Background: an optimization exercise with open tools, aiming at small area. Do not read the settings as production practice. In this exercise RTL edits were held to simulation tests only and were not proved equivalent to the original. No activity file was given, so power comes from the tool's default toggle rates.

Setup of old:
// datapath
module datapath (
        input  logic                   Clock,
        input  logic                   arstN,
        input  logic                   PCout,
        input  logic                   Zlowout,
        input  logic                   ZHighout,
        input  logic                   MDRout,
        input  logic                   Cout,
        input  logic                   MARin,
        input  logic                   Zin,
        input  logic                   PCin,
        input  logic                   MDRin,
        input  logic                   IRin,
        input  logic                   Yin,
        input  logic                   IncPC,
        input  logic                   Read,
        input  logic                   GRA,
        input  logic                   GRB,
        input  logic                   GRC,
        input  logic                   Rin,
        input  logic                   Rout,
        input  logic                   BAout,
        input  logic [4:0]             operation,
        input  logic [32-1:0] memDataIn,
        output logic [32-1:0] busData,
        output logic [32-1:0] marData
);
Size: about 720 flip-flops, about 31,000 um^2 of cells after synthesis.
clock: 10.0 ns
lec_check: 0
cap_margin: 20
core_margin: 2
core_utilization: 40
slew_margin: 20
standard.sh (not shown) runs the stock make flow with config.mk's settings and CLKGATE_MAP_FILE= SYNTH_SCRIPT=/design/flow/synth_recipe.tcl, a recipe that flattens the netlist after the stock synthesis.
==> flow/flow/run.sh <==
#!/bin/bash
# Layout flow: the standard flow (standard.sh) with two changes after
# synthesis, which is the standard one, unchanged:
#  - port buffers use sky130_fd_sc_hd__buf_1 (every port still gets a buffer)
#  - the clock tree uses clkbuf_8 leaf clusters of up to 16 sinks within 60 um and no
#    dummy loads
# Each step's output goes to its own log file here; ORFS keeps its own logs
# under orfs/logs.
set -euo pipefail
cd "$(dirname "$0")/.."

bash standard.sh synth > flow_synth.log 2>&1

bash standard.sh \
  'BUFFER_PORTS_ARGS=-buffer_cell sky130_fd_sc_hd__buf_1' \
  'CTS_ARGS=-sink_clustering_enable -repair_clock_nets -dont_use_dummy_load -sink_clustering_size 16 -sink_clustering_max_diameter 60 -buf_list {sky130_fd_sc_hd__clkbuf_8}' \
  finish > flow_layout.log 2>&1
Per the final summary, old finished and its layout is clean on timing, DRC and antenna.
Setup changes, old to new
-- flow/flow/run.sh --
<<< old, line 5
#  - the clock tree uses clkbuf_8 leaf clusters of up to 16 sinks within 60 um and no
>>> new, line 5
#  - the clock tree uses clkbuf_8 leaf clusters of up to 16 sinks and no
<<< old, line 16
  'CTS_ARGS=-sink_clustering_enable -repair_clock_nets -dont_use_dummy_load -sink_clustering_size 16 -sink_clustering_max_diameter 60 -buf_list {sky130_fd_sc_hd__clkbuf_8}' \
>>> new, line 16
  'CTS_ARGS=-sink_clustering_enable -repair_clock_nets -dont_use_dummy_load -sink_clustering_size 16 -sink_clustering_max_diameter 100 -buf_list {sky130_fd_sc_hd__clkbuf_8}' \
Findings:
- Between old and new, the global-route usage does not differ in any meaningful way.
- Diff old..new | critical path depth | unchanged
- new ends up with a register-to-register slack that is 0.06 ns higher than in old.
- Count of clock-buffer cells in the layout (higher): old
- Compared with old, in new portion of total power attributed to combinational logic did not really move, routed wire length stayed essentially flat.

---

v6:
datapath, a different RTL version from the one above (not shown whole).
Size: roughly 720 flip-flops, about 120 I/O pins, about 31000 µm² of cells after synthesis.
clock: 10.0 ns
lec_check: 0
cap_margin: 20
core_margin: 2
core_utilization: 40
slew_margin: 20
==> flow/flow/run.sh <==
#!/bin/bash
# Layout flow: the standard flow (standard.sh) with two changes after
# synthesis, which is the standard one, unchanged:
#  - port buffers use sky130_fd_sc_hd__buf_1 (every port still gets a buffer)
#  - the clock tree uses clkbuf_8 leaf clusters of up to 16 sinks and no
#    dummy loads
# Each step's output goes to its own log file here; ORFS keeps its own logs
# under orfs/logs.
set -euo pipefail
cd "$(dirname "$0")/.."

bash standard.sh synth > flow_synth.log 2>&1

bash standard.sh \
  'BUFFER_PORTS_ARGS=-buffer_cell sky130_fd_sc_hd__buf_1' \
  'CTS_ARGS=-sink_clustering_enable -repair_clock_nets -dont_use_dummy_load -sink_clustering_size 16 -sink_clustering_max_diameter 100 -buf_list {sky130_fd_sc_hd__clkbuf_8}' \
  finish > flow_layout.log 2>&1
### v6 -> v7
==> flow/run.sh (new file) <==
#!/bin/bash
# synth_recipe.tcl (not shown) runs the flow's synth.tcl, then flattens the netlist and writes it again
# the make line also repeats each setting of config.mk as NAME=value (left out here)
make -C /OpenROAD-flow-scripts/flow DESIGN_CONFIG=/design/flow/config.mk WORK_HOME=/design/flow/orfs CLKGATE_MAP_FILE= SYNTH_SCRIPT=/design/flow/synth_recipe.tcl finish
removed: flow/flow/run.sh
removed: flow/standard.sh
==> comparison <==
Summary of v7 over v6: areal power density over the cells +about 17%, area growth from synthesis to layout +9.2 points, total wire length +about 0.6%, power in sequential cells ~0 delta, peak clock frequency supported by timing -about 1.3%.
Relative to v6, internal power summed over all cells has increased by 29% in v7.

[what the ideal ports hide]
The flow's constraints put no driver on any port. The routed layouts listed below were extracted and timed again, unchanged, in two steps. Step 1: set_driving_cell puts a clkbuf_16 on Clock and a buf_2 on each other input, an assumption about the parent block. Step 2 also shifts input and output timing later by t, the mid clock arrival at the registers, as if the neighbouring blocks saw the same clock. a / b / c = ideal ports / drivers / drivers and shift; a / b = the first two.
run | shift t [ns] | setup WS [ns] | worst hold slack (ns) | worst setup path at the end | worst register clock-pin slew, ns
old | 0.742 | 1.314 / 1.325 / 0.584 | 0.467 / 0.467 / 0.467 | input to register | 0.11 / 0.11
new | 0.744 | 1.352 / 1.362 / 0.618 | 0.479 / 0.479 / 0.479 | input to register | 0.12 / 0.12
v6 | 0.750 | 0.419 / 0.455 / -0.295 | 0.466 / 0.466 / 0.466 | input to register | 0.11 / 0.11
v7 | 0.708 | 0.289 / 0.333 / -0.375 | 0.464 / 0.464 / 0.464 | input to register | 0.06 / 0.06
With both steps, setup timing fails in v6 and v7, where it was met with ideal ports. The setup slack of new, which loses most, moves by +0.010 ns with the drivers and by -0.734 ns with both steps.
